This is an optimization exercise on Yosys and OpenROAD, whose aim is small area, a short achievable clock period and few clock cycles per item, not a production implementation.
The RTL was checked by simulation tests, not by an equivalence proof against the original design.

## flow/design.v (module list and top-level ports; edited modules follow where they fit)
// module hsbrgb_front: 29 lines
// module hsbrgb_route: 17 lines
// module hsbrgb_l2: 136 lines
// module hsbrgb_l3: 333 lines
// module hsbrgb_l4: 208 lines
// module hsb_to_rgb_converter: 146 lines
module hsb_to_rgb_converter
(
    input  logic               clk,
    input  logic               rst_n,
    input  logic               in_valid,
    output logic               in_ready,
    input  logic [HUE_W-1:0]   hue_degrees,
    input  logic [PCT_W-1:0]   saturation_pct,
    input  logic [PCT_W-1:0]   brightness_pct,
    output logic               out_valid,
    input  logic               out_ready,
    output logic [LEVEL_W-1:0] red_level,
    output logic [LEVEL_W-1:0] green_level,
    output logic [LEVEL_W-1:0] blue_level
);
  // ...
==> flow/run.sh <==
#!/bin/bash
# synth_recipe.tcl (not shown) runs the flow's synth.tcl, then flattens the netlist and writes it again
# the make line also repeats each setting of config.mk as NAME=value (left out here)
make -C /OpenROAD-flow-scripts/flow DESIGN_CONFIG=/design/flow/config.mk WORK_HOME=/design/flow/orfs CLKGATE_MAP_FILE= SYNTH_SCRIPT=/design/flow/synth_recipe.tcl finish
==> flow/config.mk <==
export PLATFORM = sky130hd
export DESIGN_NAME = hsb_to_rgb_converter
export DESIGN_NICKNAME = hsb_to_rgb_converter
export VERILOG_FILES = /design/flow/design.v
export SDC_FILE = /design/flow/constraint.sdc
export NUM_CORES = 4
export LEC_CHECK = 0
export ABC_CLOCK_PERIOD_IN_PS = 3000
export CAP_MARGIN = 20
export CORE_MARGIN = 2
export CORE_UTILIZATION = 40
export SETUP_SLACK_MARGIN = 5
export SLEW_MARGIN = 20
==> flow/constraint.sdc <==
create_clock -name core_clock -period 10.0 [get_ports {clk}]
set_input_delay 2.0000 -clock core_clock [delete_from_list [all_inputs] [get_ports {clk}]]
set_output_delay 2.0000 -clock core_clock [all_outputs]
set_load 0.01 [all_outputs]
==> notes.md, run 1 <==
Clocking
The cell chosen for the clock root is sky130_fd_sc_hd__clkbuf_16. The number of buffers created by CTS is 17. Clock-pin slew was measured on the worst setup and hold paths at roughly 70 ps.

Timing
Hold timing on the final database bottoms out at a slack of ~420 ps. The final worst-path cycle share is around half. Setup repair after global routing could not meet its margin everywhere.

Derived from the worst setup path, the maximum achievable clock frequency is approximately 0.21 GHz.

Synthesis
After synthesis, the cell types taking the most area are sky130_fd_sc_hd__edfxtp_1, sky130_fd_sc_hd__fa_1, sky130_fd_sc_hd__ha_1, sky130_fd_sc_hd__inv_1, sky130_fd_sc_hd__and2_1. The share of the Yosys chip area taken by registers is 26.8%. The number of nets handed over by synthesis was approximately 2.1k. Counting instances in the post-synthesis netlist gives the leading cell types as sky130_fd_sc_hd__inv_1, sky130_fd_sc_hd__fa_1, sky130_fd_sc_hd__ha_1.

Global routing
The initial antenna violation count is 0. The met3 capacity usage during global routing is 2.55%.

Setup path
The largest fanout of any net on the critical path is 5. The capturing element type of the critical path is a flop.

Layout
The cell group occupying the most layout area is multi-input gates.

Die
Once the floorplan was initialized, standard cells occupied 40.7% of the core. Tap insertion was completed with slightly below 600 tapcells. Pin placement for this block handled 53 I/O pins. The count of standard-cell rows is between 70 and 80.

Hold path
The beginning of the worst hold path is sec3_reg[0].

Routing
The total wirelength of the detailed-routed design is around 35000 microns. Wire segments on met3 add up to between 1000 and 1500 microns in the final route.

Outcome
The run finished with no timing, DRC or antenna violations.

Placement
After detailed placement, the design holds a cell count of 2307. Prior to clock tree synthesis, the placed netlist has a worst setup slack of ~4800 ps.
Testbench counts, summed over its fixed seeds: cycles 24,024, items 24,000.
==> module hsb_to_rgb_converter, before the edit <==
module hsb_to_rgb_converter
(
    input  logic               clk,
    input  logic               rst_n,
    input  logic               in_valid,
    output logic               in_ready,
    input  logic [HUE_W-1:0]   hue_degrees,
    input  logic [PCT_W-1:0]   saturation_pct,
    input  logic [PCT_W-1:0]   brightness_pct,
    output logic               out_valid,
    input  logic               out_ready,
    output logic [LEVEL_W-1:0] red_level,
    output logic [LEVEL_W-1:0] green_level,
    output logic [LEVEL_W-1:0] blue_level
);
    logic advance;
    logic accept;
    logic skid_valid_reg;
    logic in_ready_reg;
    logic s2_valid_reg;
    logic s3_valid_reg;
    logic s4_valid_reg;
    logic out_valid_reg;
    logic [RAW_W-1:0] skid_reg;
    logic [RAW_W-1:0] s1_raw;
    logic [RAW_W-1:0] raw_in;
    logic [6:0] f_b, f_s, f_c;
    logic [5:0] f_rp;
    logic [2:0] f_sec;
    logic [6:0] b2_reg, s2_reg, c2_reg;
    logic [5:0] rp2_reg;
    logic [2:0] sec2_reg;
    logic [12:0] l2_x;
    logic [13:0] l2_bc;
    logic [12:0] x3_reg;
    logic [13:0] bc3_reg;
    logic [6:0]  b3_reg;
    logic [2:0]  sec3_reg;
    logic [19:0] l3_q;
    logic [7:0]  l3_vp;
    logic [7:0]  l3_vb;
    logic [19:0] q4_reg;
    logic [7:0]  vp4_reg;
    logic [7:0]  vb4_reg;
    logic [2:0]  sec4_reg;
    logic [LEVEL_W-1:0] l4_red;
    logic [LEVEL_W-1:0] l4_green;
    logic [LEVEL_W-1:0] l4_blue;
    assign raw_in    = {hue_degrees, saturation_pct, brightness_pct};
    assign advance   = !out_valid_reg || out_ready;
    assign in_ready  = in_ready_reg;
    assign accept    = in_valid && !skid_valid_reg;
    assign out_valid = out_valid_reg;
    assign s1_raw    = skid_valid_reg ? skid_reg : raw_in;
    always_ff @(posedge clk or negedge rst_n)
    begin
        if (!rst_n)
        begin
            skid_valid_reg <= 1'b0;
            in_ready_reg   <= 1'b1;
            s2_valid_reg   <= 1'b0;
            s3_valid_reg   <= 1'b0;
            s4_valid_reg   <= 1'b0;
            out_valid_reg  <= 1'b0;
        end
        else if (advance)
        begin
            skid_valid_reg <= 1'b0;
            in_ready_reg   <= 1'b1;
            s2_valid_reg   <= accept || skid_valid_reg;
            s3_valid_reg   <= s2_valid_reg;
            s4_valid_reg   <= s3_valid_reg;
            out_valid_reg  <= s4_valid_reg;
        end
        else if (accept)
        begin
            skid_valid_reg <= 1'b1;
            in_ready_reg   <= 1'b0;
        end
    end
    always_ff @(posedge clk)
    begin
        if (accept && !advance)
        begin
            skid_reg <= raw_in;
        end
        if (advance)
        begin
            b2_reg      <= f_b;
            s2_reg      <= f_s;
            c2_reg      <= f_c;
            rp2_reg     <= f_rp;
            sec2_reg    <= f_sec;
            x3_reg      <= l2_x;
            bc3_reg     <= l2_bc;
            b3_reg      <= b2_reg;
            sec3_reg    <= sec2_reg;
            q4_reg      <= l3_q;
            vp4_reg     <= l3_vp;
            vb4_reg     <= l3_vb;
            sec4_reg    <= sec3_reg;
            red_level   <= l4_red;
            green_level <= l4_green;
            blue_level  <= l4_blue;
        end
    end
    hsbrgb_front u_front
    (
        .h    (s1_raw[RAW_W-1 -: HUE_W]),
        .s_in (s1_raw[2*PCT_W-1 -: PCT_W]),
        .b_in (s1_raw[PCT_W-1:0]),
        .b    (f_b),
        .s    (f_s),
        .c    (f_c),
        .rp   (f_rp),
        .sec  (f_sec)
    );
    hsbrgb_l2 u_l2
    (
        .b  (b2_reg),
        .s  (s2_reg),
        .c  (c2_reg),
        .rp (rp2_reg),
        .x  (l2_x),
        .bc (l2_bc)
    );
    hsbrgb_l3 u_l3
    (
        .b  (b3_reg),
        .x  (x3_reg),
        .bc (bc3_reg),
        .q  (l3_q),
        .vp (l3_vp),
        .vb (l3_vb)
    );
    hsbrgb_l4 u_l4
    (
        .q     (q4_reg),
        .vb    (vb4_reg),
        .vp    (vp4_reg),
        .sec   (sec4_reg),
        .red   (l4_red),
        .green (l4_green),
        .blue  (l4_blue)
    );
endmodule
==> inputs of run 2 (changes only) <==
--- a/flow/design.v
+++ b/flow/design.v
@@ -741,15 +741,10 @@
     output logic [LEVEL_W-1:0] blue_level
 );
     logic advance;
-    logic accept;
-    logic skid_valid_reg;
-    logic in_ready_reg;
     logic s2_valid_reg;
     logic s3_valid_reg;
     logic s4_valid_reg;
     logic out_valid_reg;
-    logic [RAW_W-1:0] skid_reg;
-    logic [RAW_W-1:0] s1_raw;
     logic [RAW_W-1:0] raw_in;
     logic [6:0] f_b, f_s, f_c;
     logic [5:0] f_rp;
@@ -775,42 +770,27 @@
     logic [LEVEL_W-1:0] l4_blue;
     assign raw_in    = {hue_degrees, saturation_pct, brightness_pct};
     assign advance   = !out_valid_reg || out_ready;
-    assign in_ready  = in_ready_reg;
-    assign accept    = in_valid && !skid_valid_reg;
+    assign in_ready  = advance;
     assign out_valid = out_valid_reg;
-    assign s1_raw    = skid_valid_reg ? skid_reg : raw_in;
     always_ff @(posedge clk or negedge rst_n)
     begin
         if (!rst_n)
         begin
-            skid_valid_reg <= 1'b0;
-            in_ready_reg   <= 1'b1;
-            s2_valid_reg   <= 1'b0;
-            s3_valid_reg   <= 1'b0;
-            s4_valid_reg   <= 1'b0;
-            out_valid_reg  <= 1'b0;
+            s2_valid_reg  <= 1'b0;
+            s3_valid_reg  <= 1'b0;
+            s4_valid_reg  <= 1'b0;
+            out_valid_reg <= 1'b0;
         end
         else if (advance)
         begin
-            skid_valid_reg <= 1'b0;
-            in_ready_reg   <= 1'b1;
-            s2_valid_reg   <= accept || skid_valid_reg;
-            s3_valid_reg   <= s2_valid_reg;
-            s4_valid_reg   <= s3_valid_reg;
-            out_valid_reg  <= s4_valid_reg;
-        end
-        else if (accept)
-        begin
-            skid_valid_reg <= 1'b1;
-            in_ready_reg   <= 1'b0;
+            s2_valid_reg  <= in_valid;
+            s3_valid_reg  <= s2_valid_reg;
+            s4_valid_reg  <= s3_valid_reg;
+            out_valid_reg <= s4_valid_reg;
         end
     end
     always_ff @(posedge clk)
     begin
-        if (accept && !advance)
-        begin
-            skid_reg <= raw_in;
-        end
         if (advance)
         begin
             b2_reg      <= f_b;
@@ -833,9 +813,9 @@
     end
     hsbrgb_front u_front
     (
-        .h    (s1_raw[RAW_W-1 -: HUE_W]),
-        .s_in (s1_raw[2*PCT_W-1 -: PCT_W]),
-        .b_in (s1_raw[PCT_W-1:0]),
+        .h    (raw_in[RAW_W-1 -: HUE_W]),
+        .s_in (raw_in[2*PCT_W-1 -: PCT_W]),
+        .b_in (raw_in[PCT_W-1:0]),
         .b    (f_b),
         .s    (f_s),
         .c    (f_c),
==> notes.md, run 2 <==
Synthesis
The share of the yosys chip area belonging to registers was 23.8% (-3.1 points). By area the synthesized netlist is led by sky130_fd_sc_hd__fa_1, sky130_fd_sc_hd__edfxtp_1, sky130_fd_sc_hd__ha_1, sky130_fd_sc_hd__inv_1, sky130_fd_sc_hd__and2_1. The net count after synthesis is 2126 (-0.56%). Among all flip-flop cells after synthesis, the most frequent one is sky130_fd_sc_hd__edfxtp_1.

The netlist uses 66 different library cells. By count the netlist is led by sky130_fd_sc_hd__inv_1, sky130_fd_sc_hd__fa_1, sky130_fd_sc_hd__ha_1. sky130_fd_sc_hd__inv_1 is the most common cell in the netlist. The number of warnings printed during yosys synthesis is 3. Counting flops with an async set or reset pin after synthesis yields a share of 3.01%. Counting flops with a built-in enable in the synthesized netlist gives 129. A synthesized cell averages 9.94 sq um. The largest total area in the synthesized netlist belongs to sky130_fd_sc_hd__fa_1. The synthesized design contains about 130 register bits. The top cell type's share of synthesized area is roughly a quarter. The cell area that synthesis handed to floorplanning was between 15000 and 20000 sq um. Counting every instance in the synthesized netlist gives around 1.7k.

Timing
Setup violations remaining at the end of the flow were counted as 0. The final clock skew is 11.1 ps. The final worst-path cycle share came to 50.2% (+1.6 points). The fmax came to 0.199 GHz (-3.3%). The total negative slack is 0 ps.

The final hold violation count came to 0. In this run the tightest slew margin relative to its limit is between 30% and 40%. The worst hold slack after final layout is 413 ps (-7.32 ps). The minimum clock period is about 5000 ps. Setup repair after global routing could not meet its margin everywhere. The slew at the pin closest to its max-slew limit is ~960 ps. The count of final max-slew check failures came to 0.

Die
The die boundary height is 208 microns. The floorplan step set the die width to about 210 microns. The die covers between 40000 and 50000 sq um.

The effective utilization at floorplan came to 40.8% (+0.052 points). The total I/O pin count is 53 (unchanged). The count of standard-cell rows was 74 (-2.6%).

The area of the core is 41000 sq um.

Hold path
The cell depth of the worst hold path is 0. The end of the worst hold path is sec4_reg[0]. In this run the worst hold path is classified as flop to flop.

The beginning of the worst hold path is sec3_reg[0].

Setup path
The combined buffer and inverter count along the critical path is 3. The worst register-to-register path ends at red_level[7]. In this design, the largest share of critical-path delay is due to adder cells.

The delay of the slowest cell on the worst path is roughly 540 ps. The number of cells on the worst reg-to-reg path is 17. The kind of start point of the critical path is a flop. The signal on the critical path passes through buf_6 -> fa_2 -> inv_2 -> fa_1 -> inv_2 -> fa_2 -> fa_2 -> ha_4 -> nand4_1 -> nor4_2 -> a22oi_2 -> a21oi_4 -> o31ai_4 -> mux2i_2 -> a2111oi_4 -> nand3_1 -> and3_1. The source of the critical timing path is q4_reg[18]. The kind of critical path is flop to flop. The cell seen most often among critical-path stages is sky130_fd_sc_hd__fa_2. The largest fanout of any net on the critical path is 4 (-1). The capturing element type of the critical path is a flop.

The reg-to-reg startpoint is q4_reg[18]. For the worst setup path, the data arrival time is around 5200 ps. The critical path required time is 10190 ps. The standard cell with the maximum stage delay on the critical path is sky130_fd_sc_hd__fa_2.

Routing
The routed length per instance is between 10 and 15 microns. In the routed design, unresolved DRC markers number 0. In this run the remaining antenna-violating nets after routing total 0. The first routing iteration left 520 violations. The routed layout has around 11k vias.

The total wirelength of the detailed-routed design is 34000 microns (-2.5%). The first detailed-routing pass ran for 5 iterations. Using the TritonRoute via totals, the vias-per-cell ratio works out to around 4.9.

Clocking
The number of levels in the clock H-tree is 4. The post-cts hold buffer count is 0. The cell chosen for the clock root is sky130_fd_sc_hd__clkbuf_16. TritonCTS built the clock tree. The clock sink total is roughly 130.

The number of buffers created by CTS was 17 (unchanged). The clock-pin slew of the registers on the worst-case setup and hold paths is 60 ps (about the same). In this run the deepest clock path goes through 2 buffers. Clock latency on the worst-skew pair, taken at its later pin, is around 440 ps.

Outcome
The flow ran to the end and the layout has no timing, DRC or antenna violations.

Global routing
The initial antenna violation count came to 0 (unchanged). The pin count of the biggest net entering global routing is between 70 and 80. The via count of the first global-routing pass is about 12k. For this run, the total global-route usage over all layers was measured as 16.4%. The wire length of the first global-routing pass is approximately 58000 microns. For this run the aggregate overflow at the end of global routing stands at 0.

Layout
The layout cell share with drive strength beyond 1 is 8.62%. After the last flow step, the layout net total stands at between 2k and 2.5k. The fill cell total of the finished layout is between 3k and 4k. The non-filler instance count after layout is between 2k and 2.5k. The signed area change from the synthesized netlist to the final layout is 14.5%. 0 antenna diodes ended up in the layout. The end-of-flow core utilization is ~47%. The area occupied by multi-input gates is around 12000 sq um. The number of flip-flops under the largest register name is 20. The library cell used most frequently in the layout, excluding fill and tap cells, is sky130_fd_sc_hd__inv_1. Leaving out fill and tap cells, the most frequent cells in the layout are sky130_fd_sc_hd__inv_1, sky130_fd_sc_hd__fa_1, sky130_fd_sc_hd__ha_1, sky130_fd_sc_hd__and2_1, sky130_fd_sc_hd__edfxtp_1. The register cell area after layout is roughly 4000 sq um.

Placement
The total instance count after detailed placement came to 2240 (-2.9%). Once detailed placement completed, the half-perimeter wirelength came to approximately 27000 microns. The routability-driven placement congestion ratio is just under 0.9. Input and output buffers added on the ports amount to 52.

Run
Across the run, the number of max-cap violations was 0.
## run 2: cell count changes in the layout (fill, tap and decap cells not counted), sizes merged, moves of 5 or more
cell	previous run	this run
a21oi	81	66
and3	2	7
buf	29	49
edfxtp	152	129
mux2i	26	11
nor2	68	79
nor3	17	29
o21bai	8	17
xor2	20	12
## run 2: cells by family after synthesis
family	synth area share, %
compound gates	9.30
xor+xnor	3.09
fa+ha+maj	41.1
buf+inv	8.92
flops	23.8
mux	1.06
simple gates	12.8
## run 2: timing repair
item / 4_1_cts / 5_1_grt
buffers inserted: 25 / 19
setup endpoints to repair: 25 / 24
resized for setup: 33 / 38
gates cloned: 2 / 0
pin swaps: 9 / 25
## run 2: per-layer routing
metal	routed length, microns	GRT usage (%)
met1	16100	22.0
met2	16300	27.6
met3	1260	2.48
met4	430	4.42
met5	0	0
## run 2: cell type report
cell class | count | area share, %
repair buffers | 103 | 5.14
clock buffers | 18 | 2.24
inverters | 366 | 7.21
clock inverters | 14 | 0.915
multi-input cells | 1152 | 60.3
flip-flops and latches | 133 | 20.8
well taps | 532 | 3.48
## run 2: worst reg2reg max path, stage by stage (launching register included)
cell,delay (ps)
sky130_fd_sc_hd__edfxtp_1,450
sky130_fd_sc_hd__buf_6,160
sky130_fd_sc_hd__fa_2,540
sky130_fd_sc_hd__inv_2,40
sky130_fd_sc_hd__fa_1,480
sky130_fd_sc_hd__inv_2,40
sky130_fd_sc_hd__fa_2,540
sky130_fd_sc_hd__fa_2,460
sky130_fd_sc_hd__ha_4,280
sky130_fd_sc_hd__nand4_1,110
sky130_fd_sc_hd__nor4_2,260
sky130_fd_sc_hd__a22oi_2,160
sky130_fd_sc_hd__a21oi_4,220
sky130_fd_sc_hd__o31ai_4,110
sky130_fd_sc_hd__mux2i_2,180
sky130_fd_sc_hd__a2111oi_4,420
sky130_fd_sc_hd__nand3_1,130
sky130_fd_sc_hd__and3_1,190
## run 2: worst max-delay path by stage
stage                   end  slack (ps)  depth (start not counted)
5_1_grt        red_level[7]        4790                         19
3_5_place_dp       in_ready        4120                          4
3_3_place_gp       in_ready        4120                          4
2_1_floorplan      in_ready        5010                          1
4_1_cts            in_ready        4950                          4
6_report       red_level[7]        4980                         17
## run 2: through the flow
stage / instance area (sq um) / worst slack, ps
detailed placement: 17800 / 4120
CTS: 18800 / 4950
floorplan: 16700 / 5010
finish: 19100 / 4980
global placement: 17800 / 4120
global route: 19100 / 4790
Testbench counts of run 2, summed over its fixed seeds: cycles 24,024, items 24,000.
==> module hsbrgb_front, before the edit <==
module hsbrgb_front
(
    input  logic [HUE_W-1:0] h,
    input  logic [PCT_W-1:0] s_in,
    input  logic [PCT_W-1:0] b_in,
    output logic [PCT_W-1:0] b,
    output logic [PCT_W-1:0] s,
    output logic [PCT_W-1:0] c,
    output logic [5:0]       rp,
    output logic [2:0]       sec
);
    logic [6:0] u;
    assign s = (s_in > 7'd100) ? 7'd100 : s_in;
    assign c = (s_in > 7'd100) ? 7'd0 : 7'(7'd100 - s_in);
    assign b = (h > 9'd360) ? 7'd0 : (b_in > 7'd100) ? 7'd100 : b_in;
    always_comb
    begin
        if (h < 9'd60)       sec = 3'd0;
        else if (h < 9'd120) sec = 3'd1;
        else if (h < 9'd180) sec = 3'd2;
        else if (h < 9'd240) sec = 3'd3;
        else if (h < 9'd300) sec = 3'd4;
        else                 sec = 3'd5;
        if (h < 9'd120)      u = h[6:0];
        else if (h < 9'd240) u = 7'(h - 9'd120);
        else                 u = 7'(h - 9'd240);
        rp = (u < 7'd60) ? 6'(7'd60 - u) : 6'(u - 7'd60);
    end
endmodule
==> module hsbrgb_l2, before the edit <==
module hsbrgb_l2
(
    input  logic [6:0]  b,
    input  logic [6:0]  s,
    input  logic [6:0]  c,
    input  logic [5:0]  rp,
    output logic [12:0] x,
    output logic [13:0] bc
);
    wire l2_0 = ~(s[5] & rp[0]) ^ ~(s[4] & rp[1]);
    wire l2_1 = ~(s[5] & rp[0]) & ~(s[4] & rp[1]);
    wire l2_2 = ~(s[6] & rp[0]) ^ ~(s[5] & rp[1]);
    wire l2_3 = ~(s[6] & rp[0]) & ~(s[5] & rp[1]);
    wire l2_4 = ~(s[3] & rp[0]) ^ ~(s[2] & rp[1]);
    wire l2_5 = ~(s[3] & rp[0]) & ~(s[2] & rp[1]);
    wire l2_6 = ~(s[4] & rp[0]) ^ ~(s[3] & rp[1]) ^ ~(s[2] & rp[2]);
    wire l2_7 = (~(s[4] & rp[0]) & ~(s[3] & rp[1])) | (~(s[4] & rp[0]) & ~(s[2] & rp[2])) | (~(s[3] & rp[1]) & ~(s[2] & rp[2]));
    wire l2_8 = l2_0 ^ ~(s[3] & rp[2]) ^ ~(s[2] & rp[3]);
    wire l2_9 = (l2_0 & ~(s[3] & rp[2])) | (l2_0 & ~(s[2] & rp[3])) | (~(s[3] & rp[2]) & ~(s[2] & rp[3]));
    wire l2_10 = ~(s[1] & rp[4]) ^ ~(s[0] & rp[5]);
    wire l2_11 = ~(s[1] & rp[4]) & ~(s[0] & rp[5]);
    wire l2_12 = l2_1 ^ l2_2 ^ ~(s[4] & rp[2]);
    wire l2_13 = (l2_1 & l2_2) | (l2_1 & ~(s[4] & rp[2])) | (l2_2 & ~(s[4] & rp[2]));
    wire l2_14 = ~(s[3] & rp[3]) ^ ~(s[2] & rp[4]) ^ ~(s[1] & rp[5]);
    wire l2_15 = (~(s[3] & rp[3]) & ~(s[2] & rp[4])) | (~(s[3] & rp[3]) & ~(s[1] & rp[5])) | (~(s[2] & rp[4]) & ~(s[1] & rp[5]));
    wire l2_16 = l2_3 ^ ~(s[6] & rp[1]) ^ ~(s[5] & rp[2]);
    wire l2_17 = (l2_3 & ~(s[6] & rp[1])) | (l2_3 & ~(s[5] & rp[2])) | (~(s[6] & rp[1]) & ~(s[5] & rp[2]));
    wire l2_18 = ~(s[4] & rp[3]) ^ ~(s[3] & rp[4]) ^ ~(s[2] & rp[5]);
    wire l2_19 = (~(s[4] & rp[3]) & ~(s[3] & rp[4])) | (~(s[4] & rp[3]) & ~(s[2] & rp[5])) | (~(s[3] & rp[4]) & ~(s[2] & rp[5]));
    wire l2_20 = ~(s[6] & rp[2]) ^ ~(s[5] & rp[3]) ^ ~(s[4] & rp[4]);
    wire l2_21 = (~(s[6] & rp[2]) & ~(s[5] & rp[3])) | (~(s[6] & rp[2]) & ~(s[4] & rp[4])) | (~(s[5] & rp[3]) & ~(s[4] & rp[4]));
    wire l2_22 = ~(s[2] & rp[0]) ^ ~(s[1] & rp[1]);
    wire l2_23 = ~(s[2] & rp[0]) & ~(s[1] & rp[1]);
    wire l2_24 = l2_4 ^ ~(s[1] & rp[2]) ^ ~(s[0] & rp[3]);
    wire l2_25 = (l2_4 & ~(s[1] & rp[2])) | (l2_4 & ~(s[0] & rp[3])) | (~(s[1] & rp[2]) & ~(s[0] & rp[3]));
    wire l2_26 = l2_5 ^ l2_6 ^ ~(s[1] & rp[3]);
    wire l2_27 = (l2_5 & l2_6) | (l2_5 & ~(s[1] & rp[3])) | (l2_6 & ~(s[1] & rp[3]));
    wire l2_28 = l2_7 ^ l2_8 ^ l2_10;
    wire l2_29 = (l2_7 & l2_8) | (l2_7 & l2_10) | (l2_8 & l2_10);
    wire l2_30 = l2_9 ^ l2_11 ^ l2_12;
    wire l2_31 = (l2_9 & l2_11) | (l2_9 & l2_12) | (l2_11 & l2_12);
    wire l2_32 = l2_13 ^ l2_15 ^ l2_16;
    wire l2_33 = (l2_13 & l2_15) | (l2_13 & l2_16) | (l2_15 & l2_16);
    wire l2_34 = l2_17 ^ l2_19 ^ l2_20;
    wire l2_35 = (l2_17 & l2_19) | (l2_17 & l2_20) | (l2_19 & l2_20);
    wire l2_36 = l2_21 ^ ~(s[6] & rp[3]) ^ ~(s[5] & rp[4]);
    wire l2_37 = (l2_21 & ~(s[6] & rp[3])) | (l2_21 & ~(s[5] & rp[4])) | (~(s[6] & rp[3]) & ~(s[5] & rp[4]));
    wire l2_38 = ~(s[1] & rp[0]) ^ ~(s[0] & rp[1]);
    wire l2_39 = ~(s[1] & rp[0]) & ~(s[0] & rp[1]);
    wire l2_40 = l2_22 ^ ~(s[0] & rp[2]) ^ 1'b1;
    wire l2_41 = (l2_22 & ~(s[0] & rp[2])) | (l2_22 & 1'b1) | (~(s[0] & rp[2]) & 1'b1);
    wire l2_42 = l2_23 ^ l2_24 ^ 1'b1;
    wire l2_43 = (l2_23 & l2_24) | (l2_23 & 1'b1) | (l2_24 & 1'b1);
    wire l2_44 = l2_25 ^ l2_26 ^ ~(s[0] & rp[4]);
    wire l2_45 = (l2_25 & l2_26) | (l2_25 & ~(s[0] & rp[4])) | (l2_26 & ~(s[0] & rp[4]));
    wire l2_46 = l2_27 ^ l2_28 ^ 1'b1;
    wire l2_47 = (l2_27 & l2_28) | (l2_27 & 1'b1) | (l2_28 & 1'b1);
    wire l2_48 = l2_29 ^ l2_30 ^ l2_14;
    wire l2_49 = (l2_29 & l2_30) | (l2_29 & l2_14) | (l2_30 & l2_14);
    wire l2_50 = l2_31 ^ l2_32 ^ l2_18;
    wire l2_51 = (l2_31 & l2_32) | (l2_31 & l2_18) | (l2_32 & l2_18);
    wire l2_52 = l2_33 ^ l2_34 ^ ~(s[3] & rp[5]);
    wire l2_53 = (l2_33 & l2_34) | (l2_33 & ~(s[3] & rp[5])) | (l2_34 & ~(s[3] & rp[5]));
    wire l2_54 = l2_35 ^ l2_36 ^ ~(s[4] & rp[5]);
    wire l2_55 = (l2_35 & l2_36) | (l2_35 & ~(s[4] & rp[5])) | (l2_36 & ~(s[4] & rp[5]));
    wire l2_56 = l2_37 ^ ~(s[6] & rp[4]) ^ ~(s[5] & rp[5]);
    wire l2_57 = (l2_37 & ~(s[6] & rp[4])) | (l2_37 & ~(s[5] & rp[5])) | (~(s[6] & rp[4]) & ~(s[5] & rp[5]));
    wire l2_58 = ~(s[6] & rp[5]) ^ 1'b1;
    wire l2_59 = ~(s[6] & rp[5]) & 1'b1;
    wire [12:0] x_w;
    assign x_w = {l2_59, l2_57, l2_55, l2_53, l2_51, l2_49, l2_47, l2_45, l2_43, l2_41, l2_39, l2_38, ~(s[0] & rp[0])} + {1'b1, l2_58, l2_56, l2_54, l2_52, l2_50, l2_48, l2_46, l2_44, l2_42, l2_40, 1'b1, 1'b1};
    wire l2_60 = (b[6] & c[0]) ^ (b[5] & c[1]);
    wire l2_61 = (b[6] & c[0]) & (b[5] & c[1]);
    wire l2_62 = (b[6] & c[1]) ^ (b[5] & c[2]);
    wire l2_63 = (b[6] & c[1]) & (b[5] & c[2]);
    wire l2_64 = (b[4] & c[0]) ^ (b[3] & c[1]);
    wire l2_65 = (b[4] & c[0]) & (b[3] & c[1]);
    wire l2_66 = (b[5] & c[0]) ^ (b[4] & c[1]) ^ (b[3] & c[2]);
    wire l2_67 = ((b[5] & c[0]) & (b[4] & c[1])) | ((b[5] & c[0]) & (b[3] & c[2])) | ((b[4] & c[1]) & (b[3] & c[2]));
    wire l2_68 = (b[2] & c[3]) ^ (b[1] & c[4]);
    wire l2_69 = (b[2] & c[3]) & (b[1] & c[4]);
    wire l2_70 = l2_60 ^ (b[4] & c[2]) ^ (b[3] & c[3]);
    wire l2_71 = (l2_60 & (b[4] & c[2])) | (l2_60 & (b[3] & c[3])) | ((b[4] & c[2]) & (b[3] & c[3]));
    wire l2_72 = (b[2] & c[4]) ^ (b[1] & c[5]) ^ (b[0] & c[6]);
    wire l2_73 = ((b[2] & c[4]) & (b[1] & c[5])) | ((b[2] & c[4]) & (b[0] & c[6])) | ((b[1] & c[5]) & (b[0] & c[6]));
    wire l2_74 = l2_61 ^ l2_62 ^ (b[4] & c[3]);
    wire l2_75 = (l2_61 & l2_62) | (l2_61 & (b[4] & c[3])) | (l2_62 & (b[4] & c[3]));
    wire l2_76 = (b[3] & c[4]) ^ (b[2] & c[5]) ^ (b[1] & c[6]);
    wire l2_77 = ((b[3] & c[4]) & (b[2] & c[5])) | ((b[3] & c[4]) & (b[1] & c[6])) | ((b[2] & c[5]) & (b[1] & c[6]));
    wire l2_78 = l2_63 ^ (b[6] & c[2]) ^ (b[5] & c[3]);
    wire l2_79 = (l2_63 & (b[6] & c[2])) | (l2_63 & (b[5] & c[3])) | ((b[6] & c[2]) & (b[5] & c[3]));
    wire l2_80 = (b[4] & c[4]) ^ (b[3] & c[5]) ^ (b[2] & c[6]);
    wire l2_81 = ((b[4] & c[4]) & (b[3] & c[5])) | ((b[4] & c[4]) & (b[2] & c[6])) | ((b[3] & c[5]) & (b[2] & c[6]));
    wire l2_82 = (b[6] & c[3]) ^ (b[5] & c[4]) ^ (b[4] & c[5]);
    wire l2_83 = ((b[6] & c[3]) & (b[5] & c[4])) | ((b[6] & c[3]) & (b[4] & c[5])) | ((b[5] & c[4]) & (b[4] & c[5]));
    wire l2_84 = (b[3] & c[0]) ^ (b[2] & c[1]);
    wire l2_85 = (b[3] & c[0]) & (b[2] & c[1]);
    wire l2_86 = l2_64 ^ (b[2] & c[2]) ^ (b[1] & c[3]);
    wire l2_87 = (l2_64 & (b[2] & c[2])) | (l2_64 & (b[1] & c[3])) | ((b[2] & c[2]) & (b[1] & c[3]));
    wire l2_88 = l2_65 ^ l2_66 ^ l2_68;
    wire l2_89 = (l2_65 & l2_66) | (l2_65 & l2_68) | (l2_66 & l2_68);
    wire l2_90 = l2_67 ^ l2_69 ^ l2_70;
    wire l2_91 = (l2_67 & l2_69) | (l2_67 & l2_70) | (l2_69 & l2_70);
    wire l2_92 = l2_71 ^ l2_73 ^ l2_74;
    wire l2_93 = (l2_71 & l2_73) | (l2_71 & l2_74) | (l2_73 & l2_74);
    wire l2_94 = l2_75 ^ l2_77 ^ l2_78;
    wire l2_95 = (l2_75 & l2_77) | (l2_75 & l2_78) | (l2_77 & l2_78);
    wire l2_96 = l2_79 ^ l2_81 ^ l2_82;
    wire l2_97 = (l2_79 & l2_81) | (l2_79 & l2_82) | (l2_81 & l2_82);
    wire l2_98 = l2_83 ^ (b[6] & c[4]) ^ (b[5] & c[5]);
    wire l2_99 = (l2_83 & (b[6] & c[4])) | (l2_83 & (b[5] & c[5])) | ((b[6] & c[4]) & (b[5] & c[5]));
    wire l2_100 = (b[2] & c[0]) ^ (b[1] & c[1]);
    wire l2_101 = (b[2] & c[0]) & (b[1] & c[1]);
    wire l2_102 = l2_84 ^ (b[1] & c[2]) ^ (b[0] & c[3]);
    wire l2_103 = (l2_84 & (b[1] & c[2])) | (l2_84 & (b[0] & c[3])) | ((b[1] & c[2]) & (b[0] & c[3]));
    wire l2_104 = l2_85 ^ l2_86 ^ (b[0] & c[4]);
    wire l2_105 = (l2_85 & l2_86) | (l2_85 & (b[0] & c[4])) | (l2_86 & (b[0] & c[4]));
    wire l2_106 = l2_87 ^ l2_88 ^ (b[0] & c[5]);
    wire l2_107 = (l2_87 & l2_88) | (l2_87 & (b[0] & c[5])) | (l2_88 & (b[0] & c[5]));
    wire l2_108 = l2_89 ^ l2_90 ^ l2_72;
    wire l2_109 = (l2_89 & l2_90) | (l2_89 & l2_72) | (l2_90 & l2_72);
    wire l2_110 = l2_91 ^ l2_92 ^ l2_76;
    wire l2_111 = (l2_91 & l2_92) | (l2_91 & l2_76) | (l2_92 & l2_76);
    wire l2_112 = l2_93 ^ l2_94 ^ l2_80;
    wire l2_113 = (l2_93 & l2_94) | (l2_93 & l2_80) | (l2_94 & l2_80);
    wire l2_114 = l2_95 ^ l2_96 ^ (b[3] & c[6]);
    wire l2_115 = (l2_95 & l2_96) | (l2_95 & (b[3] & c[6])) | (l2_96 & (b[3] & c[6]));
    wire l2_116 = l2_97 ^ l2_98 ^ (b[4] & c[6]);
    wire l2_117 = (l2_97 & l2_98) | (l2_97 & (b[4] & c[6])) | (l2_98 & (b[4] & c[6]));
    wire l2_118 = l2_99 ^ (b[6] & c[5]) ^ (b[5] & c[6]);
    wire l2_119 = (l2_99 & (b[6] & c[5])) | (l2_99 & (b[5] & c[6])) | ((b[6] & c[5]) & (b[5] & c[6]));
    wire [13:0] bc_w;
    assign bc_w = {1'b0, l2_119, l2_117, l2_115, l2_113, l2_111, l2_109, l2_107, l2_105, l2_103, l2_101, l2_100, (b[1] & c[0]), (b[0] & c[0])} + {1'b0, (b[6] & c[6]), l2_118, l2_116, l2_114, l2_112, l2_110, l2_108, l2_106, l2_104, l2_102, (b[0] & c[2]), (b[0] & c[1]), 1'b0};
    assign x = x_w;
    assign bc = bc_w;
endmodule
==> module hsbrgb_l4, before the edit <==
module hsbrgb_l4
(
    input  logic [19:0] q,
    input  logic [7:0]  vb,
    input  logic [7:0]  vp,
    input  logic [2:0]  sec,
    output logic [7:0]  red,
    output logic [7:0]  green,
    output logic [7:0]  blue
);
    logic [7:0] vm;
    logic [8:0] sel;
    wire l4_0 = q[17] ^ q[13];
    wire l4_1 = q[17] & q[13];
    wire l4_2 = q[18] ^ q[14] ^ q[12];
    wire l4_3 = (q[18] & q[14]) | (q[18] & q[12]) | (q[14] & q[12]);
    wire l4_4 = q[9] ^ ~q[7];
    wire l4_5 = q[9] & ~q[7];
    wire l4_6 = q[19] ^ q[15] ^ q[13];
    wire l4_7 = (q[19] & q[15]) | (q[19] & q[13]) | (q[15] & q[13]);
    wire l4_8 = q[10] ^ ~q[8];
    wire l4_9 = q[10] & ~q[8];
    wire l4_10 = q[16] ^ q[14] ^ q[11];
    wire l4_11 = (q[16] & q[14]) | (q[16] & q[11]) | (q[14] & q[11]);
    wire l4_12 = q[17] ^ q[15] ^ q[12];
    wire l4_13 = (q[17] & q[15]) | (q[17] & q[12]) | (q[15] & q[12]);
    wire l4_14 = q[18] ^ q[16] ^ q[13];
    wire l4_15 = (q[18] & q[16]) | (q[18] & q[13]) | (q[16] & q[13]);
    wire l4_16 = q[19] ^ q[17] ^ q[14];
    wire l4_17 = (q[19] & q[17]) | (q[19] & q[14]) | (q[17] & q[14]);
    wire l4_18 = q[18] ^ q[15];
    wire l4_19 = q[18] & q[15];
    wire l4_20 = q[19] ^ q[16];
    wire l4_21 = q[19] & q[16];
    wire l4_22 = q[14] ^ q[10] ^ q[8];
    wire l4_23 = (q[14] & q[10]) | (q[14] & q[8]) | (q[10] & q[8]);
    wire l4_24 = q[15] ^ q[11] ^ q[9];
    wire l4_25 = (q[15] & q[11]) | (q[15] & q[9]) | (q[11] & q[9]);
    wire l4_26 = q[6] ^ ~q[4];
    wire l4_27 = q[6] & ~q[4];
    wire l4_28 = q[16] ^ q[12] ^ q[10];
    wire l4_29 = (q[16] & q[12]) | (q[16] & q[10]) | (q[12] & q[10]);
    wire l4_30 = q[7] ^ ~q[5] ^ ~q[3];
    wire l4_31 = (q[7] & ~q[5]) | (q[7] & ~q[3]) | (~q[5] & ~q[3]);
    wire l4_32 = l4_0 ^ q[11] ^ q[8];
    wire l4_33 = (l4_0 & q[11]) | (l4_0 & q[8]) | (q[11] & q[8]);
    wire l4_34 = ~q[6] ^ ~q[4] ^ 1'b1;
    wire l4_35 = (~q[6] & ~q[4]) | (~q[6] & 1'b1) | (~q[4] & 1'b1);
    wire l4_36 = l4_1 ^ l4_2 ^ l4_4;
    wire l4_37 = (l4_1 & l4_2) | (l4_1 & l4_4) | (l4_2 & l4_4);
    wire l4_38 = ~q[5] ^ ~q[0] ^ 1'b1;
    wire l4_39 = (~q[5] & ~q[0]) | (~q[5] & 1'b1) | (~q[0] & 1'b1);
    wire l4_40 = l4_3 ^ l4_5 ^ l4_6;
    wire l4_41 = (l4_3 & l4_5) | (l4_3 & l4_6) | (l4_5 & l4_6);
    wire l4_42 = l4_8 ^ ~q[6] ^ ~q[1];
    wire l4_43 = (l4_8 & ~q[6]) | (l4_8 & ~q[1]) | (~q[6] & ~q[1]);
    wire l4_44 = l4_7 ^ l4_9 ^ l4_10;
    wire l4_45 = (l4_7 & l4_9) | (l4_7 & l4_10) | (l4_9 & l4_10);
    wire l4_46 = ~q[9] ^ ~q[7] ^ ~q[2];
    wire l4_47 = (~q[9] & ~q[7]) | (~q[9] & ~q[2]) | (~q[7] & ~q[2]);
    wire l4_48 = l4_11 ^ l4_12 ^ ~q[10];
    wire l4_49 = (l4_11 & l4_12) | (l4_11 & ~q[10]) | (l4_12 & ~q[10]);
    wire l4_50 = ~q[8] ^ ~q[3] ^ q[0];
    wire l4_51 = (~q[8] & ~q[3]) | (~q[8] & q[0]) | (~q[3] & q[0]);
    wire l4_52 = l4_13 ^ l4_14 ^ ~q[11];
    wire l4_53 = (l4_13 & l4_14) | (l4_13 & ~q[11]) | (l4_14 & ~q[11]);
    wire l4_54 = ~q[9] ^ ~q[4] ^ q[1];
    wire l4_55 = (~q[9] & ~q[4]) | (~q[9] & q[1]) | (~q[4] & q[1]);
    wire l4_56 = l4_15 ^ l4_16 ^ ~q[12];
    wire l4_57 = (l4_15 & l4_16) | (l4_15 & ~q[12]) | (l4_16 & ~q[12]);
    wire l4_58 = ~q[10] ^ ~q[5] ^ q[2];
    wire l4_59 = (~q[10] & ~q[5]) | (~q[10] & q[2]) | (~q[5] & q[2]);
    wire l4_60 = l4_17 ^ l4_18 ^ ~q[13];
    wire l4_61 = (l4_17 & l4_18) | (l4_17 & ~q[13]) | (l4_18 & ~q[13]);
    wire l4_62 = ~q[11] ^ ~q[6] ^ q[3];
    wire l4_63 = (~q[11] & ~q[6]) | (~q[11] & q[3]) | (~q[6] & q[3]);
    wire l4_64 = l4_19 ^ l4_20 ^ ~q[14];
    wire l4_65 = (l4_19 & l4_20) | (l4_19 & ~q[14]) | (l4_20 & ~q[14]);
    wire l4_66 = ~q[12] ^ ~q[7] ^ q[4];
    wire l4_67 = (~q[12] & ~q[7]) | (~q[12] & q[4]) | (~q[7] & q[4]);
    wire l4_68 = l4_21 ^ q[17] ^ ~q[15];
    wire l4_69 = (l4_21 & q[17]) | (l4_21 & ~q[15]) | (q[17] & ~q[15]);
    wire l4_70 = ~q[13] ^ ~q[8] ^ q[5];
    wire l4_71 = (~q[13] & ~q[8]) | (~q[13] & q[5]) | (~q[8] & q[5]);
    wire l4_72 = q[18] ^ ~q[16] ^ ~q[14];
    wire l4_73 = (q[18] & ~q[16]) | (q[18] & ~q[14]) | (~q[16] & ~q[14]);
    wire l4_74 = ~q[9] ^ q[6];
    wire l4_75 = ~q[9] & q[6];
    wire l4_76 = q[19] ^ ~q[17] ^ ~q[15];
    wire l4_77 = (q[19] & ~q[17]) | (q[19] & ~q[15]) | (~q[17] & ~q[15]);
    wire l4_78 = ~q[10] ^ q[7];
    wire l4_79 = ~q[10] & q[7];
    wire l4_80 = ~q[18] ^ ~q[16] ^ ~q[11];
    wire l4_81 = (~q[18] & ~q[16]) | (~q[18] & ~q[11]) | (~q[16] & ~q[11]);
    wire l4_82 = ~q[19] ^ ~q[17];
    wire l4_83 = ~q[19] & ~q[17];
    wire l4_84 = ~q[18] ^ ~q[13];
    wire l4_85 = ~q[18] & ~q[13];
    wire l4_86 = ~q[19] ^ ~q[14];
    wire l4_87 = ~q[19] & ~q[14];
    wire l4_88 = l4_22 ^ q[5];
    wire l4_89 = l4_22 & q[5];
    wire l4_90 = l4_23 ^ l4_24 ^ l4_26;
    wire l4_91 = (l4_23 & l4_24) | (l4_23 & l4_26) | (l4_24 & l4_26);
    wire l4_92 = l4_25 ^ l4_27 ^ l4_28;
    wire l4_93 = (l4_25 & l4_27) | (l4_25 & l4_28) | (l4_27 & l4_28);
    wire l4_94 = l4_29 ^ l4_31 ^ l4_32;
    wire l4_95 = (l4_29 & l4_31) | (l4_29 & l4_32) | (l4_31 & l4_32);
    wire l4_96 = l4_33 ^ l4_35 ^ l4_36;
    wire l4_97 = (l4_33 & l4_35) | (l4_33 & l4_36) | (l4_35 & l4_36);
    wire l4_98 = l4_37 ^ l4_39 ^ l4_40;
    wire l4_99 = (l4_37 & l4_39) | (l4_37 & l4_40) | (l4_39 & l4_40);
    wire l4_100 = l4_41 ^ l4_43 ^ l4_44;
    wire l4_101 = (l4_41 & l4_43) | (l4_41 & l4_44) | (l4_43 & l4_44);
    wire l4_102 = l4_45 ^ l4_47 ^ l4_48;
    wire l4_103 = (l4_45 & l4_47) | (l4_45 & l4_48) | (l4_47 & l4_48);
    wire l4_104 = l4_49 ^ l4_51 ^ l4_52;
    wire l4_105 = (l4_49 & l4_51) | (l4_49 & l4_52) | (l4_51 & l4_52);
    wire l4_106 = l4_53 ^ l4_55 ^ l4_56;
    wire l4_107 = (l4_53 & l4_55) | (l4_53 & l4_56) | (l4_55 & l4_56);
    wire l4_108 = l4_57 ^ l4_59 ^ l4_60;
    wire l4_109 = (l4_57 & l4_59) | (l4_57 & l4_60) | (l4_59 & l4_60);
    wire l4_110 = l4_61 ^ l4_63 ^ l4_64;
    wire l4_111 = (l4_61 & l4_63) | (l4_61 & l4_64) | (l4_63 & l4_64);
    wire l4_112 = l4_65 ^ l4_67 ^ l4_68;
    wire l4_113 = (l4_65 & l4_67) | (l4_65 & l4_68) | (l4_67 & l4_68);
    wire l4_114 = l4_69 ^ l4_71 ^ l4_72;
    wire l4_115 = (l4_69 & l4_71) | (l4_69 & l4_72) | (l4_71 & l4_72);
    wire l4_116 = l4_73 ^ l4_75 ^ l4_76;
    wire l4_117 = (l4_73 & l4_75) | (l4_73 & l4_76) | (l4_75 & l4_76);
    wire l4_118 = l4_77 ^ l4_79 ^ l4_80;
    wire l4_119 = (l4_77 & l4_79) | (l4_77 & l4_80) | (l4_79 & l4_80);
    wire l4_120 = l4_81 ^ l4_82 ^ ~q[12];
    wire l4_121 = (l4_81 & l4_82) | (l4_81 & ~q[12]) | (l4_82 & ~q[12]);
    wire l4_122 = l4_83 ^ l4_84 ^ q[10];
    wire l4_123 = (l4_83 & l4_84) | (l4_83 & q[10]) | (l4_84 & q[10]);
    wire l4_124 = l4_85 ^ l4_86 ^ q[11];
    wire l4_125 = (l4_85 & l4_86) | (l4_85 & q[11]) | (l4_86 & q[11]);
    wire l4_126 = l4_87 ^ ~q[15];
    wire l4_127 = l4_87 & ~q[15];
    wire l4_128 = ~q[16] ^ q[13];
    wire l4_129 = ~q[16] & q[13];
    wire l4_130 = ~q[17] ^ q[14];
    wire l4_131 = ~q[17] & q[14];
    wire l4_132 = ~q[18] ^ q[15];
    wire l4_133 = ~q[18] & q[15];
    wire l4_134 = ~q[19] ^ q[16];
    wire l4_135 = ~q[19] & q[16];
    wire l4_136 = l4_88 ^ ~q[3];
    wire l4_137 = l4_88 & ~q[3];
    wire l4_138 = l4_89 ^ l4_90 ^ ~q[2];
    wire l4_139 = (l4_89 & l4_90) | (l4_89 & ~q[2]) | (l4_90 & ~q[2]);
    wire l4_140 = l4_91 ^ l4_92 ^ l4_30;
    wire l4_141 = (l4_91 & l4_92) | (l4_91 & l4_30) | (l4_92 & l4_30);
    wire l4_142 = l4_93 ^ l4_94 ^ l4_34;
    wire l4_143 = (l4_93 & l4_94) | (l4_93 & l4_34) | (l4_94 & l4_34);
    wire l4_144 = l4_95 ^ l4_96 ^ l4_38;
    wire l4_145 = (l4_95 & l4_96) | (l4_95 & l4_38) | (l4_96 & l4_38);
    wire l4_146 = l4_97 ^ l4_98 ^ l4_42;
    wire l4_147 = (l4_97 & l4_98) | (l4_97 & l4_42) | (l4_98 & l4_42);
    wire l4_148 = l4_99 ^ l4_100 ^ l4_46;
    wire l4_149 = (l4_99 & l4_100) | (l4_99 & l4_46) | (l4_100 & l4_46);
    wire l4_150 = l4_101 ^ l4_102 ^ l4_50;
    wire l4_151 = (l4_101 & l4_102) | (l4_101 & l4_50) | (l4_102 & l4_50);
    wire l4_152 = l4_103 ^ l4_104 ^ l4_54;
    wire l4_153 = (l4_103 & l4_104) | (l4_103 & l4_54) | (l4_104 & l4_54);
    wire l4_154 = l4_105 ^ l4_106 ^ l4_58;
    wire l4_155 = (l4_105 & l4_106) | (l4_105 & l4_58) | (l4_106 & l4_58);
    wire l4_156 = l4_107 ^ l4_108 ^ l4_62;
    wire l4_157 = (l4_107 & l4_108) | (l4_107 & l4_62) | (l4_108 & l4_62);
    wire l4_158 = l4_109 ^ l4_110 ^ l4_66;
    wire l4_159 = (l4_109 & l4_110) | (l4_109 & l4_66) | (l4_110 & l4_66);
    wire l4_160 = l4_111 ^ l4_112 ^ l4_70;
    wire l4_161 = (l4_111 & l4_112) | (l4_111 & l4_70) | (l4_112 & l4_70);
    wire l4_162 = l4_113 ^ l4_114 ^ l4_74;
    wire l4_163 = (l4_113 & l4_114) | (l4_113 & l4_74) | (l4_114 & l4_74);
    wire l4_164 = l4_115 ^ l4_116 ^ l4_78;
    wire l4_165 = (l4_115 & l4_116) | (l4_115 & l4_78) | (l4_116 & l4_78);
    wire l4_166 = l4_117 ^ l4_118 ^ q[8];
    wire l4_167 = (l4_117 & l4_118) | (l4_117 & q[8]) | (l4_118 & q[8]);
    wire l4_168 = l4_119 ^ l4_120 ^ q[9];
    wire l4_169 = (l4_119 & l4_120) | (l4_119 & q[9]) | (l4_120 & q[9]);
    wire l4_170 = l4_121 ^ l4_122 ^ 1'b1;
    wire l4_171 = (l4_121 & l4_122) | (l4_121 & 1'b1) | (l4_122 & 1'b1);
    wire l4_172 = l4_123 ^ l4_124 ^ 1'b1;
    wire l4_173 = (l4_123 & l4_124) | (l4_123 & 1'b1) | (l4_124 & 1'b1);
    wire l4_174 = l4_125 ^ l4_126 ^ q[12];
    wire l4_175 = (l4_125 & l4_126) | (l4_125 & q[12]) | (l4_126 & q[12]);
    wire l4_176 = l4_127 ^ l4_128 ^ 1'b1;
    wire l4_177 = (l4_127 & l4_128) | (l4_127 & 1'b1) | (l4_128 & 1'b1);
    wire l4_178 = l4_129 ^ l4_130 ^ 1'b1;
    wire l4_179 = (l4_129 & l4_130) | (l4_129 & 1'b1) | (l4_130 & 1'b1);
    wire l4_180 = l4_131 ^ l4_132 ^ 1'b1;
    wire l4_181 = (l4_131 & l4_132) | (l4_131 & 1'b1) | (l4_132 & 1'b1);
    wire l4_182 = l4_133 ^ l4_134 ^ 1'b1;
    wire l4_183 = (l4_133 & l4_134) | (l4_133 & 1'b1) | (l4_134 & 1'b1);
    wire l4_184 = l4_135 ^ q[17];
    wire l4_185 = l4_135 & q[17];
    wire l4_186 = q[18] ^ 1'b1;
    wire l4_187 = q[18] & 1'b1;
    wire [25:0] vm_w;
    assign vm_w = {l4_185, l4_183, l4_181, l4_179, l4_177, l4_175, l4_173, l4_171, l4_169, l4_167, l4_165, l4_163, l4_161, l4_159, l4_157, l4_155, l4_153, l4_151, l4_149, l4_147, l4_145, l4_143, l4_141, l4_139, l4_137, l4_136} + {l4_186, l4_184, l4_182, l4_180, l4_178, l4_176, l4_174, l4_172, l4_170, l4_168, l4_166, l4_164, l4_162, l4_160, l4_158, l4_156, l4_154, l4_152, l4_150, l4_148, l4_146, l4_144, l4_142, l4_140, l4_138, ~q[1]};
    assign vm = vm_w[25:18];
    hsbrgb_route u_route (.sec (sec), .sel (sel));
    assign red   = ({8{sel[0]}} & vb) | ({8{sel[1]}} & vm) | ({8{sel[2]}} & vp);
    assign green = ({8{sel[3]}} & vb) | ({8{sel[4]}} & vm) | ({8{sel[5]}} & vp);
    assign blue  = ({8{sel[6]}} & vb) | ({8{sel[7]}} & vm) | ({8{sel[8]}} & vp);
endmodule
==> inputs of run 3 (changes only) <==
--- a/flow/design.v
+++ b/flow/design.v
@@ -9,13 +9,11 @@
     input  logic [PCT_W-1:0] b_in,
     output logic [PCT_W-1:0] b,
     output logic [PCT_W-1:0] s,
-    output logic [PCT_W-1:0] c,
     output logic [5:0]       rp,
     output logic [2:0]       sec
 );
     logic [6:0] u;
     assign s = (s_in > 7'd100) ? 7'd100 : s_in;
-    assign c = (s_in > 7'd100) ? 7'd0 : 7'(7'd100 - s_in);
     assign b = (h > 9'd360) ? 7'd0 : (b_in > 7'd100) ? 7'd100 : b_in;
     always_comb
     begin
@@ -48,15 +46,32 @@
         endcase
     end
 endmodule
+module hsbrgb_out
+(
+    input  logic [7:0] vb,
+    input  logic [7:0] vm,
+    input  logic [7:0] vp,
+    input  logic [2:0] sec,
+    output logic [7:0] red,
+    output logic [7:0] green,
+    output logic [7:0] blue
+);
+    logic [8:0] sel;
+    hsbrgb_route u_route (.sec (sec), .sel (sel));
+    assign red   = ({8{sel[0]}} & vb) | ({8{sel[1]}} & vm) | ({8{sel[2]}} & vp);
+    assign green = ({8{sel[3]}} & vb) | ({8{sel[4]}} & vm) | ({8{sel[5]}} & vp);
+    assign blue  = ({8{sel[6]}} & vb) | ({8{sel[7]}} & vm) | ({8{sel[8]}} & vp);
+endmodule
 module hsbrgb_l2
 (
     input  logic [6:0]  b,
     input  logic [6:0]  s,
-    input  logic [6:0]  c,
     input  logic [5:0]  rp,
     output logic [12:0] x,
     output logic [13:0] bc
 );
+    logic [6:0] c;
+    assign c = 7'd100 - s;
     wire l2_0 = ~(s[5] & rp[0]) ^ ~(s[4] & rp[1]);
     wire l2_1 = ~(s[5] & rp[0]) & ~(s[4] & rp[1]);
     wire l2_2 = ~(s[6] & rp[0]) ^ ~(s[5] & rp[1]);
@@ -520,15 +535,8 @@
 module hsbrgb_l4
 (
     input  logic [19:0] q,
-    input  logic [7:0]  vb,
-    input  logic [7:0]  vp,
-    input  logic [2:0]  sec,
-    output logic [7:0]  red,
-    output logic [7:0]  green,
-    output logic [7:0]  blue
+    output logic [7:0]  vm
 );
-    logic [7:0] vm;
-    logic [8:0] sel;
     wire l4_0 = q[17] ^ q[13];
     wire l4_1 = q[17] & q[13];
     wire l4_2 = q[18] ^ q[14] ^ q[12];
@@ -720,10 +728,6 @@
     wire [25:0] vm_w;
     assign vm_w = {l4_185, l4_183, l4_181, l4_179, l4_177, l4_175, l4_173, l4_171, l4_169, l4_167, l4_165, l4_163, l4_161, l4_159, l4_157, l4_155, l4_153, l4_151, l4_149, l4_147, l4_145, l4_143, l4_141, l4_139, l4_137, l4_136} + {l4_186, l4_184, l4_182, l4_180, l4_178, l4_176, l4_174, l4_172, l4_170, l4_168, l4_166, l4_164, l4_162, l4_160, l4_158, l4_156, l4_154, l4_152, l4_150, l4_148, l4_146, l4_144, l4_142, l4_140, l4_138, ~q[1]};
     assign vm = vm_w[25:18];
-    hsbrgb_route u_route (.sec (sec), .sel (sel));
-    assign red   = ({8{sel[0]}} & vb) | ({8{sel[1]}} & vm) | ({8{sel[2]}} & vp);
-    assign green = ({8{sel[3]}} & vb) | ({8{sel[4]}} & vm) | ({8{sel[5]}} & vp);
-    assign blue  = ({8{sel[6]}} & vb) | ({8{sel[7]}} & vm) | ({8{sel[8]}} & vp);
 endmodule
 module hsb_to_rgb_converter
 (
@@ -746,10 +750,10 @@
     logic s4_valid_reg;
     logic out_valid_reg;
     logic [RAW_W-1:0] raw_in;
-    logic [6:0] f_b, f_s, f_c;
+    logic [6:0] f_b, f_s;
     logic [5:0] f_rp;
     logic [2:0] f_sec;
-    logic [6:0] b2_reg, s2_reg, c2_reg;
+    logic [6:0] b2_reg, s2_reg;
     logic [5:0] rp2_reg;
     logic [2:0] sec2_reg;
     logic [12:0] l2_x;
@@ -765,9 +769,11 @@
     logic [7:0]  vp4_reg;
     logic [7:0]  vb4_reg;
     logic [2:0]  sec4_reg;
-    logic [LEVEL_W-1:0] l4_red;
-    logic [LEVEL_W-1:0] l4_green;
-    logic [LEVEL_W-1:0] l4_blue;
+    logic [7:0] l4_vm;
+    logic [7:0] vb_out_reg;
+    logic [7:0] vm_out_reg;
+    logic [7:0] vp_out_reg;
+    logic [2:0] sec_out_reg;
     assign raw_in    = {hue_degrees, saturation_pct, brightness_pct};
     assign advance   = !out_valid_reg || out_ready;
     assign in_ready  = advance;
@@ -795,7 +801,6 @@
         begin
             b2_reg      <= f_b;
             s2_reg      <= f_s;
-            c2_reg      <= f_c;
             rp2_reg     <= f_rp;
             sec2_reg    <= f_sec;
             x3_reg      <= l2_x;
@@ -806,9 +811,10 @@
             vp4_reg     <= l3_vp;
             vb4_reg     <= l3_vb;
             sec4_reg    <= sec3_reg;
-            red_level   <= l4_red;
-            green_level <= l4_green;
-            blue_level  <= l4_blue;
+            vb_out_reg  <= vb4_reg;
+            vm_out_reg  <= l4_vm;
+            vp_out_reg  <= vp4_reg;
+            sec_out_reg <= sec4_reg;
         end
     end
     hsbrgb_front u_front
@@ -818,7 +824,6 @@
         .b_in (raw_in[PCT_W-1:0]),
         .b    (f_b),
         .s    (f_s),
-        .c    (f_c),
         .rp   (f_rp),
         .sec  (f_sec)
     );
@@ -826,7 +831,6 @@
     (
         .b  (b2_reg),
         .s  (s2_reg),
-        .c  (c2_reg),
         .rp (rp2_reg),
         .x  (l2_x),
         .bc (l2_bc)
@@ -842,12 +846,17 @@
     );
     hsbrgb_l4 u_l4
     (
-        .q     (q4_reg),
-        .vb    (vb4_reg),
-        .vp    (vp4_reg),
-        .sec   (sec4_reg),
-        .red   (l4_red),
-        .green (l4_green),
-        .blue  (l4_blue)
+        .q  (q4_reg),
+        .vm (l4_vm)
+    );
+    hsbrgb_out u_out
+    (
+        .vb    (vb_out_reg),
+        .vm    (vm_out_reg),
+        .vp    (vp_out_reg),
+        .sec   (sec_out_reg),
+        .red   (red_level),
+        .green (green_level),
+        .blue  (blue_level)
     );
 endmodule
==> flow/flow/run.sh (new file) <==
#!/bin/bash
# The standard layout (standard.sh, all steps), with two changes:
# - Yosys's synth runs without its early internal ABC pass (SYNTH_ARGS=-noabc),
#   so the explicit full/half adders of the datapath reach extract_fa as
#   written and map to adder cells without inverters between them; the
#   flow's own ABC mapping after adder extraction is unchanged;
# - every input and output port still gets a buffer, but a plain buf_2
#   (BUFFER_PORTS_ARGS) instead of the delay-cell buffer buffer_ports picks.
# The registers, the constraints and every other step are unchanged.
set -euo pipefail
bash standard.sh SYNTH_ARGS=-noabc "BUFFER_PORTS_ARGS=-buffer_cell sky130_fd_sc_hd__buf_2" finish > layout.log 2>&1
==> flow/standard.sh (new file) <==
#!/bin/bash
# synth_recipe.tcl (not shown) runs the flow's synth.tcl, then flattens the netlist and writes it again
# the make line also repeats each setting of config.mk as NAME=value (left out here)
make -C /OpenROAD-flow-scripts/flow DESIGN_CONFIG=/design/flow/config.mk WORK_HOME=/design/flow/orfs CLKGATE_MAP_FILE= SYNTH_SCRIPT=/design/flow/synth_recipe.tcl "${@:-finish}"
removed: flow/run.sh
==> notes.md, run 3 <==
Routing
The number of nets with antenna violations after detailed routing is 0 (unchanged). The routed via count divided by cell count is 4.95 (+0.66%). The initial detailed-routing violation count came to 607 (+17%). The met3 wirelength from detailed routing is 1020 microns (-19%). The via total after detailed routing is 10.8k (-5.5%). The met2 wire length is 15400 microns (-5.2%). The first-pass iteration count of the detailed router is 6 (+1). The total wirelength of the detailed-routed design is 32900 microns (-3.4%).

The routed length per instance is 15.1 microns (+3.0%). The detailed router used layers up to and including met4. The number of remaining DRC errors came to 0 (unchanged). The detailed-routing wirelength on met1 was 16000 microns (-0.40%).

Timing
The fmax came to 0.211 GHz (+5.8%). The final worst-path cycle share was 47.4% (-2.7 points). The worst relative slew slack is 42.6% (+6.5 points).

The final clock skew was 10.3 ps (-0.763 ps). The minimum clock period was 4740 ps (-274 ps). The count of final max-slew check failures is 0 (unchanged). Setup repair after global routing could not meet its margin everywhere.

The total negative slack is 0 ps (unchanged). The slew at the pin closest to its max-slew limit is 861 ps (-98.1 ps). The count of final setup violators was 0 (unchanged). The final hold violation count is 0 (unchanged). The final worst-path setup slack was 5260 ps (+274 ps).

Placement
The HPWL after detailed placement is 26700 microns (-1.4%). The total instance count after detailed placement is 2115 (-5.6%). The post-placement setup slack is 5010 ps (+884 ps). The count of buffers inserted at the top-level ports is 52 (unchanged).

The routability-driven placement congestion ratio is 0.849 (-4.3%).

Synthesis
The top cell type's share of synthesized area is 26.8% (+0.65 points). The synthesized-area fraction occupied by adder cells was 42.6% (+1.5 points). The most common cell in the synthesized netlist is sky130_fd_sc_hd__inv_1. The count of mapped cells out of synthesis is 1552 (-7.7%). The number of enable flip-flop cells after synthesis is 126 (-2.3%). The most used flip-flop cell after synthesis is sky130_fd_sc_hd__edfxtp_1. The number of warnings printed during yosys synthesis is 3 (unchanged). The mean area per synthesized cell was 10.6 sq um (+6.2%).

The dominant combinational cell family by area after synthesis is adder cells. The xor/xnor share of the synthesized area came to 3.84% (+0.75 points). The post-synthesis simple-gate area fraction is 12.5% (-0.29 points). The multiplexer area fraction after synthesis is 0.886% (-0.18 points). The synthesized-area fraction occupied by ao, oa, aoi and oai cells is 9.48% (+0.18 points). The number of library cell types mapped by synthesis was 71 (+7.6%). The netlist area before placement is 16400 sq um (-2.0%). Ranked by instance count, the synthesized netlist is headed by sky130_fd_sc_hd__inv_1, sky130_fd_sc_hd__fa_1, sky130_fd_sc_hd__ha_1. The largest area contributor in the synthesized netlist is sky130_fd_sc_hd__fa_1.

The number of synthesized register bits is 130 (-2.3%). The share of the yosys chip area belonging to registers is 23.7% (-0.072 points). By area the synthesized netlist is led by sky130_fd_sc_hd__fa_1, sky130_fd_sc_hd__edfxtp_1, sky130_fd_sc_hd__ha_1, sky130_fd_sc_hd__inv_1, sky130_fd_sc_hd__and2_1. The net count after synthesis came to 2005 (-5.7%). The proportion of register bits with asynchronous set or reset after synthesis was 3.08% (+0.069 points).

Setup path
The data arrival time of the critical path was 4930 ps (-270 ps). The worst setup path is captured at a flop. The largest fanout of any net on the critical path came to 7 (+3). The critical path required time came to 10190 ps (about the same).

The worst setup path is launched from a flop. The kind of critical path is flop to flop.

Clocking
The maximum root-to-sink buffer count is 2 (unchanged). The number of buffers created by CTS came to 17 (unchanged). The clock sink total is 130 (-2.3%). The number of levels in the clock H-tree is 4 (unchanged). The cell chosen for the clock root is sky130_fd_sc_hd__clkbuf_16.

TritonCTS built the clock tree. The clock-pin slew of the registers on the worst-case setup and hold paths was 60 ps (about the same). The clock latency of the later-clocked register in the worst-skew pair is 440 ps (about the same). The post-cts hold buffer count was 0 (unchanged).

Global routing
The total overflow reported by the global router is 0 (unchanged). The wire length of the first global-routing pass was 55600 microns (-4.1%). The initial antenna violation count is 0 (unchanged). The combined global-route utilization of all metal layers was 16.4% (+0.025 points). The pin count of the biggest net entering global routing is 64 (-17%). The via count of the first global-routing pass came to 11.1k (-7.0%).

Layout
The non-filler instance count after layout is 2175 (-6.2%). The end-of-flow core utilization is 44.3% (-2.3 points). The number of diodes is 0 (unchanged). The register cell area after layout came to 3880 sq um (-2.3%).

The layout cell share with drive strength beyond 1 was 8.34% (-0.28 points). The fill cell total of the finished layout was 3798 (+0.13%). The library cell used most frequently in the layout, excluding fill and tap cells, is sky130_fd_sc_hd__inv_1. The final net count is 2083 (-6.1%). The signed area change from the synthesized netlist to the final layout is 9.99%. Leaving out fill and tap cells, the most frequent cells in the layout are sky130_fd_sc_hd__inv_1, sky130_fd_sc_hd__fa_1, sky130_fd_sc_hd__ha_1, sky130_fd_sc_hd__and2_1, sky130_fd_sc_hd__edfxtp_1. The area occupied by multi-input gates is 11400 sq um (-1.5%). The number of flip-flops under the largest register name is 20 (unchanged).

Die
The die boundary height is 206 microns (-0.97%). The effective utilization at floorplan is 40.3% (-0.44 points). The count of standard-cell rows was 74 (unchanged). The total I/O pin count came to 53 (unchanged).

The width of the die is 206 microns (-0.97%). The area of the core is 40600 sq um (-0.90%). The die area is 42600 sq um (-1.9%).

Hold path
The class of the most critical hold timing path is flop to flop.

Run
The number of violations of the max-capacitance limit was 0 (unchanged).

Outcome
The flow ran to the end and the layout has no timing, DRC or antenna violations.
run 3: worst paths after layout:
check / from / end / depth (start not counted)
max: x3_reg[6] / q4_reg[19] / 13
min: sec3_reg[2] / sec4_reg[2] / 0
max reg2reg: x3_reg[6] / q4_reg[19] / 13
min reg2reg: sec3_reg[2] / sec4_reg[2] / 0
max in group asynchronous: rst_n / s2_valid_reg / 1
min in group asynchronous: rst_n / out_valid_reg / 1
run 3: per-stage QoR:
step / cell area [sq um] / hold WS, ps
after global placement: 17200 / 404
after CTS: 17800 / 419
after detailed placement: 17200 / 405
after global routing: 18000 / 427
after floorplan: 16400 / 400
final: 18000 / 419
run 3: logic make-up (layout without fill, tap and decap cells):
kind of cell    count (synthesis)  count (layout)
compound gates                233             233
xor+xnor                       71              71
fa+ha+maj                     426             426
buf+inv                       302             393
flops                         130             130
mux                            14              14
simple gates                  376             376
run 3: area by class of cell:
cell class | count | area share, %
well taps | 532 | 3.69
clock inverters | 14 | 0.861
flip-flops and latches | 130 | 21.5
inverters | 278 | 5.79
multi-input cells | 1120 | 63.0
repair buffers | 83 | 2.73
clock buffers | 18 | 2.38
run 3: worst max-delay path: stages, from the launching register on:
cell and delay [ps]:
sky130_fd_sc_hd__edfxtp_1 490, sky130_fd_sc_hd__and2_1 230, sky130_fd_sc_hd__fa_1 560, sky130_fd_sc_hd__fa_1 450, sky130_fd_sc_hd__fa_1 520, sky130_fd_sc_hd__fa_1 490, sky130_fd_sc_hd__ha_1 360, sky130_fd_sc_hd__a21o_1 190
sky130_fd_sc_hd__nor3_1 140, sky130_fd_sc_hd__o21ai_1 120, sky130_fd_sc_hd__a41oi_2 260, sky130_fd_sc_hd__o21ai_1 190, sky130_fd_sc_hd__a221o_1 320, sky130_fd_sc_hd__a21o_1 180
run 3: metal layers:
metal	vias up	global-route usage, %
met1	5289	22.8
li1	5261	-
met4	0	4.26
met5	-	0
met2	180	26.7
met3	32	2.65
run 3: repair_timing:
action | 4_1_cts | 5_1_grt
endpoints found under the hold margin | 0 | 0
endpoints found under the setup margin | 1 | 11
setup buffers | 1 | 27
resized for setup | 0 | 1
Testbench counts of run 3, summed over its fixed seeds: cycles 24,024, items 24,000.

port drivers added, routing unchanged:
In the flow no input, the clock included, has a driving cell. The finished layouts below were timed again as built, in two steps.
Step 1 sets driving cells, clkbuf_16 on the clock port and buf_2 on the other inputs (assumed; they add their load-dependent delay and slew).
Step 2, shift: input delay + t, output delay - t, t = (earliest + latest rising clock arrival at the registers) / 2. This alone moves slack from input paths to output paths.
Three values: no drivers, after step 1, after step 2; two values: the first two.
| run | shift t [ns] | setup WS [ns] | worst setup path at the end | slew at the worst register clock pin (ns) | worst data-port slew with drivers (ns) |
|---|---|---|---|---|---|
| run 1 | 0.497 | 5.148 / 5.148 / 5.148 | register to register | 0.07 / 0.07 | 0.04 |
| run 2 | 0.480 | 4.984 / 4.984 / 4.800 | input to register | 0.06 / 0.06 | 0.04 |
| run 3 | 0.483 | 5.257 / 5.243 / 5.243 | input to output | 0.06 / 0.06 | 0.04 |
After both steps setup and hold are still met in every run listed. The setup slack of run 2, which loses most, moves by 0.000 ns with the drivers and by -0.184 ns with both steps.
